This design comes from an exercise in tuning for small area and a short achievable clock period on the open sky130 flow, not from production work. The RTL of this run was laid out without a check of its function. Power and IR drop assume default switching activity.

<file path="run.sh">
#!/bin/bash
# synth_recipe.tcl (not shown) runs the flow's synth.tcl, then flattens the netlist and writes it again
# the make line also repeats each setting of config.mk as NAME=value (left out here)
make -C /OpenROAD-flow-scripts/flow DESIGN_CONFIG=/design/flow/config.mk WORK_HOME=/design/flow/orfs CLKGATE_MAP_FILE= SYNTH_SCRIPT=/design/flow/synth_recipe.tcl finish
</file>
<file path="config.mk">
export PLATFORM = sky130hd
export DESIGN_NAME = mini_core
export DESIGN_NICKNAME = mini_core
export VERILOG_FILES = /design/flow/design.v
export SDC_FILE = /design/flow/constraint.sdc
export NUM_CORES = 4
export LEC_CHECK = 0
export CAP_MARGIN = 20
export CORE_MARGIN = 2
export CORE_UTILIZATION = 20
export PLACE_DENSITY = 0.35
export SLEW_MARGIN = 20
</file>
<file path="constraint.sdc">
create_clock -name core_clock -period 7.5 [get_ports {clk}]
set_input_delay 1.5000 -clock core_clock [delete_from_list [all_inputs] [get_ports {clk}]]
set_output_delay 1.5000 -clock core_clock [all_outputs]
set_load 0.01 [all_outputs]
</file>
<file path="design.v">
`default_nettype none
package core_pkg;
    parameter int XLEN = 32;
    parameter logic [6:0] OPC_OP     = 7'b0110011;
    parameter logic [6:0] OPC_OP_IMM = 7'b0010011;
    parameter logic [6:0] OPC_LUI    = 7'b0110111;
    parameter logic [2:0] F3_ADD_SUB = 3'b000;
    parameter logic [2:0] F3_SLL     = 3'b001;
    parameter logic [2:0] F3_SLT     = 3'b010;
    parameter logic [2:0] F3_SLTU    = 3'b011;
    parameter logic [2:0] F3_XOR     = 3'b100;
    parameter logic [2:0] F3_SRL_SRA = 3'b101;
    parameter logic [2:0] F3_OR      = 3'b110;
    parameter logic [2:0] F3_AND     = 3'b111;
    parameter logic [6:0] F7_BASE = 7'b0000000;
    parameter logic [6:0] F7_ALT  = 7'b0100000;
    parameter int C_SUB   = 0;   
    parameter int C_UNS   = 1;   
    parameter int C_ADD   = 2;   
    parameter int C_LT    = 3;   
    parameter int C_AND   = 4;   
    parameter int C_XOR   = 5;   
    parameter int C_SR    = 6;   
    parameter int C_SL    = 7;   
    parameter int C_SRA   = 8;   
    parameter int CTL_W   = 9;
endpackage
`default_nettype wire
`timescale 1ns/1ns
`default_nettype none
import core_pkg::*;
module reg_file (
    input  wire logic            clk,
    input  wire logic            rst,
    input  wire logic [4:0]      rs1_addr,
    input  wire logic [4:0]      rs2_addr,
    input  wire logic [4:0]      debug_addr,
    input  wire logic            wr_en,
    input  wire logic [4:0]      wr_addr,
    input  wire logic [XLEN-1:0] wr_data,
    output logic      [XLEN-1:0] rs1_data,
    output logic      [XLEN-1:0] rs2_data,
    output logic      [XLEN-1:0] debug_data
);
    logic [31:1][XLEN-1:0] regs;
    logic [XLEN-1:0]       wd;
    assign wd = rst ? '0 : wr_data;
    for (genvar g = 1; g < 32; g++) begin : g_reg
        always_ff @(posedge clk) begin
            if (rst || (wr_en && wr_addr == 5'(g))) begin
                regs[g] <= wd;
            end
        end
    end
    always_comb begin
        rs1_data   = '0;
        rs2_data   = '0;
        debug_data = '0;
        for (int i = 1; i < 32; i++) begin
            rs1_data   = rs1_data   | (regs[i] & {XLEN{rs1_addr   == 5'(i)}});
            rs2_data   = rs2_data   | (regs[i] & {XLEN{rs2_addr   == 5'(i)}});
            debug_data = debug_data | (regs[i] & {XLEN{debug_addr == 5'(i)}});
        end
    end
endmodule
`default_nettype wire
`timescale 1ns/1ns
`default_nettype none
import core_pkg::*;
module instr_decode (
    input  wire logic            clk,
    input  wire logic            rst,
    input  wire logic            instr_valid,
    input  wire logic [31:0]     instr,
    output logic                 dec_valid,
    output logic                 dec_wen,
    output logic                 dec_illegal,
    output logic      [4:0]      dec_rd,
    output logic      [4:0]      dec_rs1,
    output logic      [4:0]      dec_rs2,
    output logic      [19:0]     dec_imm_raw,
    output logic                 dec_op_imm,
    output logic                 dec_lui,
    output logic      [CTL_W-1:0] dec_ctl
);
    logic     is_op;
    logic     is_op_imm;
    logic     is_lui;
    logic     f7_base;
    logic     f7_alt;
    logic     legal;
    logic [2:0] f3;
    logic [CTL_W-1:0] ctl;
    assign is_op     = instr[6:0] == OPC_OP;
    assign is_op_imm = instr[6:0] == OPC_OP_IMM;
    assign is_lui    = instr[6:0] == OPC_LUI;
    assign f7_base   = instr[31:25] == F7_BASE;
    assign f7_alt    = instr[31:25] == F7_ALT;
    assign f3        = instr[14:12];
    always_comb begin
        legal = 1'b0;
        if (is_op) begin
            legal = f7_base || (f7_alt && (f3 == F3_ADD_SUB || f3 == F3_SRL_SRA));
        end else if (is_op_imm) begin
            if (f3 == F3_SLL) begin
                legal = f7_base;
            end else if (f3 == F3_SRL_SRA) begin
                legal = f7_base || f7_alt;
            end else begin
                legal = 1'b1;
            end
        end else if (is_lui) begin
            legal = 1'b1;
        end
    end
    always_comb begin
        ctl = '0;
        if (is_lui) begin
            ctl[C_ADD] = 1'b1;
        end else begin
            case (f3)
                F3_ADD_SUB: begin
                    ctl[C_ADD] = 1'b1;
                    ctl[C_SUB]   = is_op && instr[30];
                end
                F3_SLL:     ctl[C_SL] = 1'b1;
                F3_SLT:     begin ctl[C_LT] = 1'b1; ctl[C_SUB] = 1'b1; end
                F3_SLTU:    begin ctl[C_LT] = 1'b1; ctl[C_SUB] = 1'b1; ctl[C_UNS] = 1'b1; end
                F3_XOR:     ctl[C_XOR] = 1'b1;
                F3_SRL_SRA: begin ctl[C_SR] = 1'b1; ctl[C_SRA] = instr[30]; end
                F3_OR:      begin ctl[C_AND] = 1'b1; ctl[C_XOR] = 1'b1; end
                default:    ctl[C_AND] = 1'b1;
            endcase
        end
        if (!legal) begin
            ctl = '0;
        end
    end
    always_ff @(posedge clk) begin
        if (rst) begin
            dec_valid <= 1'b0;
            dec_wen   <= 1'b0;
        end else begin
            dec_valid <= instr_valid;
            dec_wen   <= instr_valid && legal && instr[11:7] != 5'd0;
        end
    end
    always_ff @(posedge clk) begin
        dec_illegal <= !legal;
        dec_rd      <= instr[11:7];
        dec_rs1     <= is_lui ? 5'd0 : instr[19:15];
        dec_rs2     <= is_op ? instr[24:20] : 5'd0;
        dec_imm_raw <= instr[31:12];
        dec_op_imm  <= is_op_imm;
        dec_lui     <= is_lui;
        dec_ctl     <= ctl;
    end
endmodule
`default_nettype wire
`timescale 1ns/1ns
`default_nettype none
import core_pkg::*;
module alu_execute (
    input  wire logic            clk,
    input  wire logic            rst,
    input  wire logic            dec_valid,
    input  wire logic            dec_wen,
    input  wire logic            dec_illegal,
    input  wire logic [4:0]      dec_rd,
    input  wire logic [4:0]      dec_rs1,
    input  wire logic [4:0]      dec_rs2,
    input  wire logic [19:0]     dec_imm_raw,
    input  wire logic            dec_op_imm,
    input  wire logic            dec_lui,
    input  wire logic [CTL_W-1:0] dec_ctl,
    input  wire logic [XLEN-1:0] rs1_data,
    input  wire logic [XLEN-1:0] rs2_data,
    output logic                 ex_valid,
    output logic                 ex_wen,
    output logic                 ex_illegal,
    output logic      [4:0]      ex_rd,
    output logic      [XLEN-1:0] ex_result
);
    logic [XLEN-1:0] imm;
    logic [XLEN-1:0] op_a;
    logic [XLEN-1:0] op_b;
    logic [XLEN-1:0] b_in;
    logic [XLEN+1:0] sum_w;
    logic [XLEN-1:0] sum;
    logic            carry;
    logic            lt;
    logic [XLEN-1:0] sh_in;
    logic [XLEN:0]   sh_w;
    logic [XLEN-1:0] sr;
    logic [XLEN-1:0] sl;
    logic [XLEN-1:0] alu_out;
    assign imm[11:0]  = dec_op_imm ? dec_imm_raw[19:8] : 12'd0;
    assign imm[31:12] = dec_lui ? dec_imm_raw :
                        dec_op_imm ? {20{dec_imm_raw[19]}} : 20'd0;
    assign op_a = (ex_wen && ex_rd == dec_rs1) ? ex_result : rs1_data;
    assign op_b = ((ex_wen && ex_rd == dec_rs2) ? ex_result : rs2_data) | imm;
    assign b_in  = op_b ^ {XLEN{dec_ctl[C_SUB]}};
    assign sum_w = {1'b0, op_a, 1'b1} + {1'b0, b_in, dec_ctl[C_SUB]};
    assign sum   = sum_w[XLEN:1];
    assign carry = sum_w[XLEN+1];
    assign lt    = dec_ctl[C_UNS] ? !carry :
                   (op_a[XLEN-1] ^ op_b[XLEN-1]) ? op_a[XLEN-1] : sum[XLEN-1];
    always_comb begin
        for (int i = 0; i < XLEN; i++) begin
            sh_in[i] = dec_ctl[C_SL] ? op_a[XLEN-1-i] : op_a[i];
        end
    end
    assign sh_w = $signed({dec_ctl[C_SRA] && op_a[XLEN-1], sh_in}) >>> op_b[4:0];
    assign sr   = sh_w[XLEN-1:0];
    always_comb begin
        for (int i = 0; i < XLEN; i++) begin
            sl[i] = sr[XLEN-1-i];
        end
    end
    assign alu_out = ({XLEN{dec_ctl[C_ADD]}} & sum) |
                     ({XLEN{dec_ctl[C_AND]}} & (op_a & op_b)) |
                     ({XLEN{dec_ctl[C_XOR]}} & (op_a ^ op_b)) |
                     ({XLEN{dec_ctl[C_SR]}}  & sr) |
                     ({XLEN{dec_ctl[C_SL]}}  & sl) |
                     {{(XLEN-1){1'b0}}, dec_ctl[C_LT] && lt};
    always_ff @(posedge clk) begin
        if (rst) begin
            ex_valid <= 1'b0;
            ex_wen   <= 1'b0;
        end else begin
            ex_valid <= dec_valid;
            ex_wen   <= dec_valid && dec_wen;
        end
    end
    always_ff @(posedge clk) begin
        ex_illegal <= dec_illegal;
        ex_rd      <= dec_rd;
        ex_result  <= alu_out;
    end
endmodule
`default_nettype wire
`timescale 1ns/1ns
`default_nettype none
import core_pkg::*;
module result_writeback (
    input  wire logic            clk,
    input  wire logic            rst,
    input  wire logic            ex_valid,
    input  wire logic            ex_wen,
    input  wire logic [4:0]      ex_rd,
    input  wire logic [XLEN-1:0] ex_result,
    input  wire logic            ex_illegal,
    output logic                 wr_en,
    output logic      [4:0]      wr_addr,
    output logic      [XLEN-1:0] wr_data,
    output logic                 retire_valid,
    output logic      [4:0]      retire_rd,
    output logic      [XLEN-1:0] retire_data,
    output logic                 retire_illegal
);
    assign wr_en   = ex_wen;
    assign wr_addr = ex_rd;
    assign wr_data = ex_result;
    always_ff @(posedge clk) begin
        if (rst) begin
            retire_valid <= 1'b0;
        end else begin
            retire_valid <= ex_valid;
        end
    end
    always_ff @(posedge clk) begin
        retire_illegal <= ex_illegal;
        retire_rd      <= ex_rd;
        retire_data    <= ex_result;
    end
endmodule
`default_nettype wire
`timescale 1ns/1ns
`default_nettype none
import core_pkg::*;
module mini_core (
    input  wire logic            clk,
    input  wire logic            rst,
    input  wire logic            instr_valid,
    input  wire logic [31:0]     instr,
    input  wire logic [4:0]      debug_addr,
    output logic                 retire_valid,
    output logic      [4:0]      retire_rd,
    output logic      [XLEN-1:0] retire_data,
    output logic                 retire_illegal,
    output logic      [XLEN-1:0] debug_data
);
    logic [4:0]      rs1_addr;
    logic [4:0]      rs2_addr;
    logic [XLEN-1:0] rs1_data;
    logic [XLEN-1:0] rs2_data;
    logic            dec_valid;
    logic            dec_wen;
    logic            dec_illegal;
    logic [4:0]      dec_rd;
    logic [4:0]      dec_rs1;
    logic [4:0]      dec_rs2;
    logic [19:0]     dec_imm_raw;
    logic            dec_op_imm;
    logic            dec_lui;
    logic [CTL_W-1:0] dec_ctl;
    logic            ex_valid;
    logic            ex_wen;
    logic            ex_illegal;
    logic [4:0]      ex_rd;
    logic [XLEN-1:0] ex_result;
    logic            wr_en;
    logic [4:0]      wr_addr;
    logic [XLEN-1:0] wr_data;
    assign rs1_addr = dec_rs1;
    assign rs2_addr = dec_rs2;
    reg_file u_reg_file (.*);
    instr_decode u_decode (.*);
    alu_execute u_execute (.*);
    result_writeback u_result (.*);
endmodule
`default_nettype wire
</file>
==> metrics.log <==
[metrics] worst IR drop on VDD: about 180 µV
[metrics] leakage power figure: 26.7 nW
[metrics] setup repair after global routing missed its margin: no
[metrics] Max Slew Vio Count: 0
[metrics] met2 WL post-DR: between 150 and 200 mm
[metrics] count of different cell masters after synthesis: 97
[metrics] most frequent cells after synthesis: sky130_fd_sc_hd__edfxtp_1, sky130_fd_sc_hd__a22oi_1, sky130_fd_sc_hd__nand3_1, sky130_fd_sc_hd__and3_1, sky130_fd_sc_hd__clkbuf_1
[metrics] Critical Path Max Stage Delay: 1170 ps
[metrics] Congestion Overflow GR: 0
[metrics] most frequent cell on the critical path: sky130_fd_sc_hd__clkdlybuf4s50_1
[metrics] count of nets after finishing: 5489
[metrics] GRT Total Usage: 29.8%
[metrics] final setup violating endpoints: 0
[metrics] sum of negative setup slack: 0 ps
[metrics] die width: ~550 µm
[metrics] worst skew pair latency: roughly 860 ps
[metrics] routed vias/inst: 6.46
[metrics] Period minus WS final: 7070 ps
[metrics] number of I/O pins: around 110
[metrics] FMAX: 141 MHz
[metrics] CP Data Required Time: 6000 ps
[metrics] post-cts sizing count: 0
[metrics] first-pass detailed-route iteration total: 8
[metrics] htree depth: 4
[metrics] post-route worst hold slack: between 300 and 400 ps
[metrics] number of DRC violations after detailed-routing iteration 0: 13500
[metrics] share of the synthesized area in the top cell type: 50.3%
[metrics] total of buffers placed on input and output ports: 110
[metrics] final worst clock skew: 83.5 ps
[metrics] buffer count from post-CTS setup fixing: 0
[metrics] wire length of the first global-routing pass: ~600 mm
[metrics] CTS Sinks: ~1100
[metrics] most common cell in the synthesized netlist: sky130_fd_sc_hd__edfxtp_1
[metrics] net count after synthesis: 5248
[metrics] Clock Tree Buf Depth: 3
[metrics] clock slew at reported path FFs: 60 ps
[metrics] number of hold buffers added after cts: 0
[metrics] final WL: 465 mm
[metrics] Synth Area per Inst: approximately 12 µm²
[metrics] initial cell density of the core: 20.1%
[metrics] met1 routed wirelength after detailed routing: 181 mm
[metrics] final hold violation count: 0
[metrics] crit start category: input pin
[metrics] top cell type by total area after synthesis: sky130_fd_sc_hd__edfxtp_1
[metrics] clock buffer count from CTS: 142
[metrics] number of antenna violations at the first check in global routing: 50
[metrics] share of the yosys chip area belonging to registers: about 55%
[metrics] post-route fraction of the period consumed by the critical path: 94.2%
[metrics] power per standard cell area: 223 nW/µm²
[metrics] prevailing post-synth register cell: sky130_fd_sc_hd__edfxtp_1
[metrics] P&R area growth vs syn: 24.2%
[metrics] synth top area cells: sky130_fd_sc_hd__edfxtp_1, sky130_fd_sc_hd__a22oi_1, sky130_fd_sc_hd__dfxtp_1
[metrics] cell row count: 199
[metrics] Syn Inst Count: about 5100
[metrics] result of the run: finished clean
[metrics] yosys synthesis warning count: 4
[metrics] placeable core area: 294000 µm²
[metrics] kind of capture point of the worst setup path: primary output
[metrics] max-cap violation count: 0
[metrics] number of synthesized flops with an enable pin: 992
[metrics] GP Congestion: 0.974
[metrics] Met3 Wirelength: 64.1 mm
[metrics] number of nets with antenna violations after detailed routing: 0
[metrics] vertical die dimension: 548 µm
[metrics] flip-flop and latch count after synthesis: 1120
[metrics] tightest slew margin relative to the limit: around 11%
[metrics] type of the most critical hold path: flip-flop to flip-flop
[metrics] Wirelength per Cell: 49.2 µm
[metrics] crit-path cells: clkdlybuf4s50_1 -> nand2b_1 -> nor2_4 -> buf_4 -> a22o_1 -> a221oi_1 -> nand3_1 -> or3_1 -> clkdlybuf4s50_1
[metrics] fill cell total of the finished layout: 30800
[metrics] slew at the pin closest to its max-slew limit: 1330 ps
[metrics] top sig layer: met5
[metrics] vias post-DR: ~61000
[metrics] vias in the first global route: 56200
[metrics] Critical Path AT: 5570 ps
[metrics] maximum fanout along the worst path: 13
[metrics] Setup Crit Path Kind: input pin to primary output
[metrics] pin count of the biggest net entering global routing: slightly above 60
[metrics] Slowest cell on crit path: sky130_fd_sc_hd__nor2_4
[metrics] Cell Area, Synth: 59200 µm²
[metrics] Async SR Flop Fraction: 0%
[metrics] number of design rule violations left after detail routing: 0
[metrics] area enclosed by the die boundary: 300000 µm²
[metrics] clock root buffer: sky130_fd_sc_hd__clkbuf_16
[metrics] clock tree from TritonCTS: built
[metrics] Post-DP HPWL: 301 mm
[metrics] proportion of layout cells with a drive suffix above 1: 17.0%
registers in the layout, summed over array words and instances (netlist names), 5 cells and up:
name,count
u_result.retire_data,32
u_decode.dec_imm_raw,20
u_execute.ex_rd,5
u_execute.ex_result,32
u_decode.dec_ctl,9
u_decode.dec_rs1,5
u_reg_file.regs,992
u_decode.dec_rd,5
u_result.retire_rd,5
u_decode.dec_rs2,5
per-stage QoR:
step | total power [mW] | instances | worst slack, ps | instance area, µm² | util, %
floorplan | 7.90 | 5144 | 1910 | 59200 | -
global placement | 9.11 | 9151 | 597 | 68200 | 23.2
detailed placement | 9.07 | 9160 | 594 | 68400 | 23.3
CTS | 16.4 | 9418 | 592 | 73300 | 24.9
global route | 16.7 | 9421 | 444 | 73400 | 25.0
finish | 16.4 | 9456 | 432 | 73500 | 25.0
worst max-delay path, delay by kind of cell:
family | cells | cell delay (ps)
buf+inv | 3 | 1680
compound gates | 2 | 250
simple gates | 4 | 2100
final cells by class:
cell class / count / area, µm² / area share [%]
Multi-Input combinational cell: 3550 / 26100 / 35.6
Inverter: 36 / 138 / 0.187
Sequential cell: 1120 / 32400 / 44.0
Antenna cell: 38 / 95.1 / 0.129
Timing Repair Buffer: 535 / 4990 / 6.79
Tap cell: 3919 / 4900 / 6.67
Clock buffer: 171 / 3720 / 5.07
Clock inverter: 87 / 1140 / 1.55
kinds of logic (layout without fill, tap and decap cells):
family	after synthesis	count (layout)	synth area share [%]
XOR/XNOR	74	74	1.10
adder cells (fa/ha/maj)	64	64	1.35
buffers and inverters	474	829	3.37
AO/OA/AOI/OAI	1608	1608	21.1
other	0	38	0
AND/OR/NAND/NOR	1681	1681	15.6
multiplexers	123	123	2.77
flip-flops	1120	1120	54.7
final timing paths:
kind | end | cells after the start | startpoint | slack (ps)
hold / removal | u_result.retire_illegal | 0 | u_execute.ex_illegal | 330
setup / recovery | debug_data[8] | 9 | debug_addr[0] | 430
hold reg to reg | u_result.retire_illegal | 0 | u_execute.ex_illegal | 330
setup reg to reg | u_execute.ex_result[0] | 25 | u_decode.dec_rs2[0] | 580
placed cells by master (no fill, tap or decap), drive strengths merged, types with 23 or more instances in the layout:
cell type and n:
edfxtp 992, a22oi 799, buf 426, nand3 350, and3 349, nand2 253, nor2 198, nand4 181
clkbuf 171, dfxtp 128, a22o 124, a221oi 117, clkdlybuf4s50 109, a21oi 91, a2111oi 90, a222oi 82
mux2i 74, o21ai 65, ha 64, clkinv 58, xor2 47, nor2b 46, nor3 42, a31oi 40
inv 40, or4 39, diode 38, a21o 36, and2 35, nor4 33, mux4 31, and4 30
xnor2 27, or3 23
power by group:
| part | switching (mW) | total (mW) | internal (mW) | leakage, nW |
|---|---|---|---|---|
| sequential | 0.296 | 7.28 | 6.99 | 11.3 |
| combinational | 1.31 | 1.77 | 0.458 | 13.1 |
| clock | 3.13 | 7.37 | 4.24 | 2.36 |
per-layer routing:
metal / vias up / track usage [%]
met1: 31100 / 38.0
met3: 1726 / 12.3
met2: 6357 / 42.0
met5: - / 0
li1: 21900 / -
met4: 22 / 17.1

## port drivers added, routing unchanged
Ports are ideal in the flow. The routed layout listed here was re-timed in OpenROAD. Step 1 sets driving cells, clkbuf_16 on the clock port and buf_2 on the other inputs (assumed; they add their load-dependent delay and slew). Step 2, shift: input delay + t, output delay - t, t = (earliest + latest rising clock arrival at the registers) / 2. This alone moves slack from input paths to output paths. a / b / c = no drivers / after step 1 / after step 2; a / b = the first two.
t (ns): 0.927
setup WS [ns]: 0.432 / 0.380 / 0.380
worst hold slack (ns): 0.326 / 0.326 / 0.326
pins driven straight from the clock port: 1
After both steps this run still meets setup and hold. The setup slack of this run moves by -0.052 ns with the drivers and by -0.052 ns with both steps.
